This design comes from an exercise in tuning for small area, a short achievable clock period and few clock cycles on the open sky130 flow, not from production work. Only simulation tests tie the RTL to the original design; equivalence was not proved. No activity file was given, so power comes from the tool's default toggle rates.

<file path="design/flow/config.mk">
export PLATFORM = sky130hd
export DESIGN_NAME = data_mover_top
export DESIGN_NICKNAME = data_mover_top
export VERILOG_FILES = /design/flow/design.v
export SDC_FILE = /design/flow/constraint.sdc
export NUM_CORES = 4
export LEC_CHECK = 0
export CAP_MARGIN = 20
export CORE_MARGIN = 2
export CORE_UTILIZATION = 40
export SLEW_MARGIN = 20
</file>
<file path="design/flow/constraint.sdc">
create_clock -name core_clock -period 4.0 [get_ports {clk}]
set_input_delay 0.8000 -clock core_clock [delete_from_list [all_inputs] [get_ports {clk}]]
set_output_delay 0.8000 -clock core_clock [all_outputs]
set_load 0.01 [all_outputs]
</file>
<file path="design/flow/design.v">
package dm_pkg;
    localparam int btt_w  = 23;                  
    localparam int addr_w = 32;                  
    localparam int tag_w  = 4;                   
    typedef enum logic {
        dir_mm2s = 1'b0,                         
        dir_s2mm = 1'b1                          
    } dm_dir_e;
    typedef struct packed {
        dm_dir_e                   dir;
        logic [addr_w-1:0]         addr;
        logic [btt_w-1:0]          btt;
        logic [tag_w-1:0]          tag;
    } dm_req_t;
    typedef struct packed {
        logic [3:0]                rsvd;         
        logic [tag_w-1:0]          tag;          
        logic [addr_w-1:0]         saddr;        
        logic                      drr;          
        logic                      eof;          
        logic [5:0]                dsa;          
        logic                      burst_type;   
        logic [btt_w-1:0]          btt;          
    } dm_cmd_t;
    typedef struct packed {
        logic                      okay;         
        logic                      slverr;       
        logic                      decerr;       
        logic                      interr;       
        logic [tag_w-1:0]          tag;          
    } dm_sts_t;
    typedef enum logic [1:0] {
        st_idle,
        st_issue,
        st_wait_sts
    } dm_state_e;
endpackage
package axis_pkg;
    typedef struct packed {
        logic [31:0] data;
        logic [3:0]  keep;                       
        logic        last;                       
    } axis32_t;
    typedef struct packed {
        logic [63:0] data;
        logic [7:0]  keep;                       
        logic        last;                       
    } axis64_t;
endpackage
module dm_cmd_ctrl (
    input  logic                        clk,
    input  logic                        rst_n,
    input  logic                        req_valid,        
    input  dm_pkg::dm_req_t             req,
    input  logic                        mm2s_cmd_ready,
    input  logic                        s2mm_cmd_ready,
    input  logic                        mm2s_sts_valid,
    input  dm_pkg::dm_sts_t             mm2s_sts,
    input  logic                        s2mm_sts_valid,
    input  dm_pkg::dm_sts_t             s2mm_sts,
    output logic                        mm2s_cmd_valid,
    output logic                        s2mm_cmd_valid,
    output dm_pkg::dm_cmd_t             cmd,
    output logic                        mm2s_sts_ready,
    output logic                        s2mm_sts_ready,
    output logic                        busy,
    output logic                        done,             
    output logic [dm_pkg::tag_w-1:0]    done_tag,
    output logic                        done_err
);
    dm_pkg::dm_state_e  state_q;
    dm_pkg::dm_req_t    req_q;                            
    dm_pkg::dm_sts_t    sts_sel;                          
    logic               is_mm2s;
    logic               req_take;
    logic               zero_len;
    logic               cmd_hs;
    logic               sts_hs;
    logic               sts_bad;
    assign is_mm2s  = (req_q.dir == dm_pkg::dir_mm2s);
    assign req_take = req_valid && (state_q == dm_pkg::st_idle);  
    assign zero_len = (req.btt == '0);
    assign busy           = (state_q != dm_pkg::st_idle);
    assign mm2s_cmd_valid = (state_q == dm_pkg::st_issue) &&  is_mm2s;
    assign s2mm_cmd_valid = (state_q == dm_pkg::st_issue) && !is_mm2s;
    assign mm2s_sts_ready = (state_q == dm_pkg::st_wait_sts) &&  is_mm2s;
    assign s2mm_sts_ready = (state_q == dm_pkg::st_wait_sts) && !is_mm2s;
    assign cmd_hs = (mm2s_cmd_valid && mm2s_cmd_ready) || (s2mm_cmd_valid && s2mm_cmd_ready);
    assign sts_hs = (mm2s_sts_valid && mm2s_sts_ready) || (s2mm_sts_valid && s2mm_sts_ready);
    assign sts_sel = is_mm2s ? mm2s_sts : s2mm_sts;
    assign sts_bad = !sts_sel.okay || sts_sel.interr || sts_sel.decerr || sts_sel.slverr
                     || (sts_sel.tag != req_q.tag);       
    always_comb begin
        cmd            = '0;
        cmd.btt        = req_q.btt;
        cmd.burst_type = 1'b1;                            
        cmd.dsa        = '0;                              
        cmd.eof        = 1'b1;
        cmd.drr        = 1'b0;
        cmd.saddr      = req_q.addr;
        cmd.tag        = req_q.tag;
        cmd.rsvd       = '0;
    end
    always_ff @(posedge clk or negedge rst_n) begin
        if (!rst_n) begin
            state_q <= dm_pkg::st_idle;
            done    <= 1'b0;
        end else begin
            done <= 1'b0;                                 
            case (state_q)
                dm_pkg::st_idle: begin
                    if (req_take) begin
                        if (zero_len) begin
                            done <= 1'b1;                 
                        end else begin
                            state_q <= dm_pkg::st_issue;
                        end
                    end
                end
                dm_pkg::st_issue: begin
                    if (cmd_hs) state_q <= dm_pkg::st_wait_sts;
                end
                dm_pkg::st_wait_sts: begin
                    if (sts_hs) begin
                        done    <= 1'b1;
                        state_q <= dm_pkg::st_idle;
                    end
                end
                default: state_q <= dm_pkg::st_idle;
            endcase
        end
    end
    always_ff @(posedge clk) begin
        if (req_take) begin
            req_q    <= req;
            done_tag <= req.tag;
            done_err <= 1'b1;                             
        end
        if ((state_q == dm_pkg::st_wait_sts) && sts_hs) begin
            done_tag <= req_q.tag;
            done_err <= sts_bad;
        end
    end
endmodule
module axis_upsizer (
    input  logic              clk,
    input  logic              rst_n,
    input  logic              s_axis_valid,
    input  axis_pkg::axis32_t s_axis,
    output logic              s_axis_ready,
    output logic              m_axis_valid,
    input  logic              m_axis_ready,
    output axis_pkg::axis64_t m_axis
);
    logic [31:0] half_data;                      
    logic [3:0]  half_keep;
    logic        lane_q;                         
    logic        in_hs;
    assign s_axis_ready = !m_axis_valid;         
    assign in_hs        = s_axis_valid && s_axis_ready;
    always_ff @(posedge clk or negedge rst_n) begin
        if (!rst_n) begin
            lane_q       <= 1'b0;
            m_axis_valid <= 1'b0;
        end else begin
            if (m_axis_valid && m_axis_ready) m_axis_valid <= 1'b0;
            if (in_hs) begin
                if (lane_q || s_axis.last) begin
                    m_axis_valid <= 1'b1;        
                    lane_q       <= 1'b0;
                end else begin
                    lane_q <= 1'b1;
                end
            end
        end
    end
    always_ff @(posedge clk) begin
        if (in_hs) begin
            if (lane_q) begin
                m_axis.data <= {s_axis.data, half_data};
                m_axis.keep <= {s_axis.keep, half_keep};
                m_axis.last <= s_axis.last;
            end else if (s_axis.last) begin
                m_axis.data <= {32'h0, s_axis.data};
                m_axis.keep <= {4'h0, s_axis.keep};   
                m_axis.last <= 1'b1;
            end else begin
                half_data <= s_axis.data;
                half_keep <= s_axis.keep;
            end
        end
    end
endmodule
module axis_fifo #(
    parameter int FIFO_DEPTH = 16                      
) (
    input  logic              clk,
    input  logic              rst_n,
    input  logic              s_axis_valid,
    input  axis_pkg::axis64_t s_axis,
    output logic              s_axis_ready,
    output logic              m_axis_valid,
    input  logic              m_axis_ready,
    output axis_pkg::axis64_t m_axis
);
    localparam int addr_bits = $clog2(FIFO_DEPTH);
    logic [72:0]          mem [0:FIFO_DEPTH-1];        
    logic [addr_bits:0]   wr_ptr;                      
    logic [addr_bits:0]   rd_ptr;
    logic                 empty;
    logic                 full;
    logic                 wr_en;
    logic                 rd_en;
    assign empty = (wr_ptr == rd_ptr);
    assign full  = (wr_ptr[addr_bits] != rd_ptr[addr_bits]) &&
                   (wr_ptr[addr_bits-1:0] == rd_ptr[addr_bits-1:0]);
    assign s_axis_ready = !full;
    assign wr_en = s_axis_valid && !full;
    assign rd_en = !empty && (!m_axis_valid || m_axis_ready);  
    always_ff @(posedge clk or negedge rst_n) begin
        if (!rst_n) begin
            wr_ptr       <= '0;
            rd_ptr       <= '0;
            m_axis_valid <= 1'b0;
        end else begin
            if (wr_en) wr_ptr <= wr_ptr + 1'b1;
            if (rd_en) rd_ptr <= rd_ptr + 1'b1;
            if (rd_en)             m_axis_valid <= 1'b1;
            else if (m_axis_ready) m_axis_valid <= 1'b0;    
        end
    end
    always_ff @(posedge clk) begin
        if (wr_en) mem[wr_ptr[addr_bits-1:0]] <= s_axis;
        if (rd_en) m_axis <= mem[rd_ptr[addr_bits-1:0]];
    end
endmodule
module data_mover_top #(
    parameter int FIFO_DEPTH = 16
) (
    input  logic                        clk,
    input  logic                        rst_n,
    input  logic                        req_valid,
    input  dm_pkg::dm_req_t             req,
    output logic                        busy,
    output logic                        done,
    output logic [dm_pkg::tag_w-1:0]    done_tag,
    output logic                        done_err,
    output logic                        mm2s_cmd_valid,
    input  logic                        mm2s_cmd_ready,
    output logic                        s2mm_cmd_valid,
    input  logic                        s2mm_cmd_ready,
    output dm_pkg::dm_cmd_t             cmd,
    input  logic                        mm2s_sts_valid,
    output logic                        mm2s_sts_ready,
    input  dm_pkg::dm_sts_t             mm2s_sts,
    input  logic                        s2mm_sts_valid,
    output logic                        s2mm_sts_ready,
    input  dm_pkg::dm_sts_t             s2mm_sts,
    input  logic                        s_axis_valid,
    input  axis_pkg::axis32_t           s_axis,
    output logic                        s_axis_ready,
    output logic                        m_axis_valid,
    output axis_pkg::axis64_t           m_axis,
    input  logic                        m_axis_ready
);
    logic              up_valid;                 
    logic              up_ready;
    axis_pkg::axis64_t up_beat;
    dm_cmd_ctrl i_cmd_ctrl (
        .clk(clk), .rst_n(rst_n),
        .req_valid(req_valid), .req(req),
        .mm2s_cmd_ready(mm2s_cmd_ready), .s2mm_cmd_ready(s2mm_cmd_ready),
        .mm2s_sts_valid(mm2s_sts_valid), .mm2s_sts(mm2s_sts),
        .s2mm_sts_valid(s2mm_sts_valid), .s2mm_sts(s2mm_sts),
        .mm2s_cmd_valid(mm2s_cmd_valid), .s2mm_cmd_valid(s2mm_cmd_valid), .cmd(cmd),
        .mm2s_sts_ready(mm2s_sts_ready), .s2mm_sts_ready(s2mm_sts_ready),
        .busy(busy), .done(done), .done_tag(done_tag), .done_err(done_err)
    );
    axis_upsizer i_upsizer (
        .clk(clk), .rst_n(rst_n),
        .s_axis_valid(s_axis_valid), .s_axis(s_axis), .s_axis_ready(s_axis_ready),
        .m_axis_valid(up_valid), .m_axis_ready(up_ready), .m_axis(up_beat)
    );
    axis_fifo #(
        .FIFO_DEPTH(FIFO_DEPTH)
    ) i_fifo (
        .clk(clk), .rst_n(rst_n),
        .s_axis_valid(up_valid), .s_axis(up_beat), .s_axis_ready(up_ready),
        .m_axis_valid(m_axis_valid), .m_axis_ready(m_axis_ready), .m_axis(m_axis)
    );
endmodule
</file>
<file path="design/flow/run.sh">
#!/bin/bash
# synth_recipe.tcl (not shown) runs the flow's synth.tcl, then flattens the netlist and writes it again
# the make line also repeats each setting of config.mk as NAME=value (left out here)
make -C /OpenROAD-flow-scripts/flow DESIGN_CONFIG=/design/flow/config.mk WORK_HOME=/design/flow/orfs CLKGATE_MAP_FILE= SYNTH_SCRIPT=/design/flow/synth_recipe.tcl finish
</file>
==> impl_metrics.json <==
{
  "synthDistinctLibCells": 40,
  "cp_top_family": "buffers and inverters",
  "cp_num_cells": 3,
  "dp_slack_ps": 934.0,
  "grt_first_pass_wirelength_mm": 191.9,
  "crit_end": "s2mm_cmd_valid",
  "maxSlewViolCount": 0,
  "post_cts_buffers": 0,
  "stdcell_area_mm2": 0.06351,
  "path_clk_slew_ps": 60,
  "layout_setup_ws_ps": 829.2,
  "ys_top_cells_by_area": "edfxtp_1 (78%), mux4_2 (6.1%), mux2i_1 (5.5%), a22oi_1 (3.0%), buf_4 (1.2%)",
  "synth-warning-count": 3,
  "drive_above_1_share_pct": 15.72,
  "clock_sinks": 1431,
  "synth_seq_cells": 1431,
  "leakagePower_nw": 20.93,
  "finish.utilization_pct": 47.06,
  "setup-tns-final_ps": 0,
  "grt_max_degree": 118,
  "grt-ovfl-total": 0,
  "worstSetupEndpointType": "primary output",
  "cts_hold_buf": 0,
  "ctsResizeCount": 0,
  "fin_crit_sh_pct": 79.27,
  "hold_violations": 0,
  "setup_viol": 0,
  "p_per_area_mw_per_mm2": 703.4,
  "die_x_um": 372.2,
  "peakVddDrop_v": 0.0005943,
  "drc_errors": 0,
  "cp_max_fo": 11,
  "synth_top_area_cell": "edfxtp_1",
  "first_iter_violations": 2655,
  "fp.dieArea_mm2": 0.1385,
  "diodes": 0,
  "grt_pass1_vias": 27197,
  "worstReg2RegEnd": "i_fifo.m_axis[71]",
  "critPathBufInv": 2,
  "crit_required_ps": 3200,
  "post_drt_wl_per_cell_um": 27.60,
  "drt-total-wl_mm": 133.3,
  "cpPeakStageDelay_ps": 700,
  "gp_congestion": 0.7980,
  "slowest_stage": "clkdlybuf4s50_1",
  "initial_core_util_pct": 40.17,
  "nets": 3058,
  "holdCritPathClass": "flip-flop to flip-flop",
  "io-pin-count": 280,
  "grt_use_total_pct": 19.25,
  "firstDrtPassIters": 5,
  "rows": 135,
  "cts_max_level": 4,
  "start_kind": "flip-flop",
  "seq_area_frac_synth_pct": 79.11,
  "clk_path_buf_depth": 3,
  "max-cap-violations": 0,
  "r2r-start": "i_fifo.rd_ptr[2]",
  "core_area_mm2": 0.1350,
  "cts_tree": "done",
  "crit_chain": "inv_1 -> nor2_1 -> clkdlybuf4s50_1",
  "vias_per_cell": 5.509,
  "post-route-min-period_ps": 3171,
  "cts_buffers": 145,
  "num_vias": 26601,
  "place_area_mm2": 0.05891,
  "die-height_um": 372.2,
  "hold_path.startpoint": "i_upsizer.half_data[0]",
  "worst_setup_path_startpoint": "i_cmd_ctrl.req_q[59]",
  "max_slew.worst_pin.slew_ps": 1080,
  "drtAntennaViolNets": 0,
  "synthDominantCellAreaShare_pct": 78.37,
  "cts_root_buffer": "clkbuf_16",
  "finClkSkew_ps": 27.93,
  "place_hpwl_mm": 75.26,
  "rsz0062_at_grt": "no",
  "syn_inst": 2644,
  "io_buffers": 266,
  "ff2ff_path_depth": 4,
  "fmax_ghz": 0.3154,
  "syn_to_final_growth_pct": 17.14,
  "status": "finished clean",
  "netlist_area_mm2": 0.05422,
  "critPathKind": "flip-flop to primary output",
  "worstPathArrival_ps": 2370,
  "antenna_found_initial": 7,
  "avgSynthCellArea_um2": 20.51,
  "r2r_slack_ps": 960,
  "insertion_delay_ps": 760,
  "slew_headroom_pct": 27.99
}
## registers in the layout (all words and copies together), names as in the netlist, 5 cells and up
signal	flops
i_fifo.mem	1168
i_fifo.m_axis	73
i_upsizer.m_axis	73
i_cmd_ctrl.req_q	60
i_upsizer.half_data	32
i_fifo.rd_ptr	5
i_fifo.wr_ptr	5
## cell usage after synthesis, drive strengths merged
| cell | instances |
|---|---|
| o32ai | 1 |
| nand2b | 4 |
| ha | 5 |
| dfrtp | 16 |
| edfxtp | 1415 |
| nand2 | 82 |
| clkbuf | 46 |
| conb | 2 |
| nor4 | 5 |
| inv | 9 |
| nor4b | 2 |
| a211oi | 2 |
| a21oi | 3 |
| mux2 | 42 |
| nand3 | 80 |
| nand4 | 4 |
| and2 | 37 |
| mux4 | 146 |
| a211o | 1 |
| nor2b | 4 |
| a22oi | 219 |
| xor2 | 6 |
| nor2 | 28 |
| o22ai | 1 |
| nor3 | 3 |
| buf | 160 |
| xnor2 | 13 |
| and4 | 1 |
| a21o | 2 |
| o21ai | 6 |
| o211ai | 2 |
| mux2i | 297 |
## stage by stage
stage	cells	hold WS (ps)	power [mW]
floorplan	2655	504.4	27.38
global placement	4565	526.2	31.89
detailed placement	4565	531.2	32.04
CTS	4829	542.4	45.19
global route	4829	572.0	46.48
finish	4829	548.9	44.67
## how the worst min path moves through the flow
stage                      endpoint  cells past startpoint
6_report        i_upsizer.m_axis[9]                      1
5_1_grt        i_upsizer.m_axis[14]                      1
4_1_cts        i_cmd_ctrl.req_q[59]                      1
3_5_place_dp    i_upsizer.m_axis[9]                      1
3_3_place_gp   i_upsizer.m_axis[12]                      1
2_1_floorplan       i_cmd_ctrl.done                      0
## power breakdown
group          total [mW]  switching, mW  internal, mW  leakage [nW]
Clock                13.1           5.59          7.54          2.23
Combinational        11.5           6.58          4.88          5.63
Sequential           20.1           1.28          18.8          13.1
## layer usage
layer / GRT usage [%] / vias to the layer above / share of wire [%]
met5: 0 / - / 0.020
met1: 26.84 / 14186 / 43
met2: 31.23 / 949 / 49
li1: - / 11278 / -
met4: 5.428 / 4 / 2.1
met3: 3.286 / 184 / 6.3
## placed cells by master, fill, tap and decap left out, types with 7 or more instances in the layout
cell and n:
edfxtp_1 1415, mux2i_1 297, clkdlybuf4s50_1 266, a22oi_1 219, clkbuf_16 148, mux4_2 146, nand2_1 82, nand3_1 80
buf_4 37, mux2_2 36, and2_1 36, clkinv_1 36, clkbuf_1 33, buf_12 32, nor2_4 18, clkinv_2 15
conb_1 13, xnor2_1 12, dfrtp_1 12, bufinv_16 11, nor2_1 10, inv_1 7, inv_6 7
## layout make-up
cell class	instances	area, µm²
clock buffer	181	3827
clock inverter	83	778.2
fill	10945	71450
inverter	9	36.28
multi-input combinational	1009	10160
sequential	1431	42900
tap	1781	2228
timing repair buffer	335	3581
## cells by family (layout without fill, tap and decap cells)
| group | count (synthesis) | count (layout) | share of synthesized area [%] |
|---|---|---|---|
| mux | 485 | 485 | 12.42 |
| fa+ha+maj | 5 | 5 | 0.1154 |
| compound gates | 237 | 237 | 3.268 |
| other cells | 2 | 13 | 0.01385 |
| buf+inv | 215 | 608 | 2.557 |
| simple gates | 250 | 250 | 2.199 |
| xor+xnor | 19 | 19 | 0.3208 |
| flops | 1431 | 1431 | 79.11 |
## worst reg2reg max path, delay by kind of cell (launching register included)
family	cells	cell delay [ps]
buffers and inverters	1	930
DFF	1	920
and+or+nand+nor	1	80
muxes	1	670
AOI/OAI and AO/OA	1	190
Testbench counts, summed over its fixed seeds: cycles 25,436.

## afterwards: timing with drivers on the ports
No port has a modelled driver above. Below, the same layout with a new extraction and two added sets of constraints. Step 1 assumes that a clkbuf_16 drives the clock port and a buf_2 every other input. Step 2 times the ports against the registers' clock, not the clock port: input delays grow and output delays shrink by t, the midpoint of the rising clock arrivals with the driver on. Three values: ideal ports, drivers, drivers and shift; two values: the first two.
t (ns): 0.823
setup slack, ns: 0.829 / 0.759 / 0.959
worst data-port slew with drivers (ns): 0.10
After both steps setup and hold are still met in this run. The setup slack of this run moves by -0.070 ns with the drivers and by +0.130 ns with both steps.
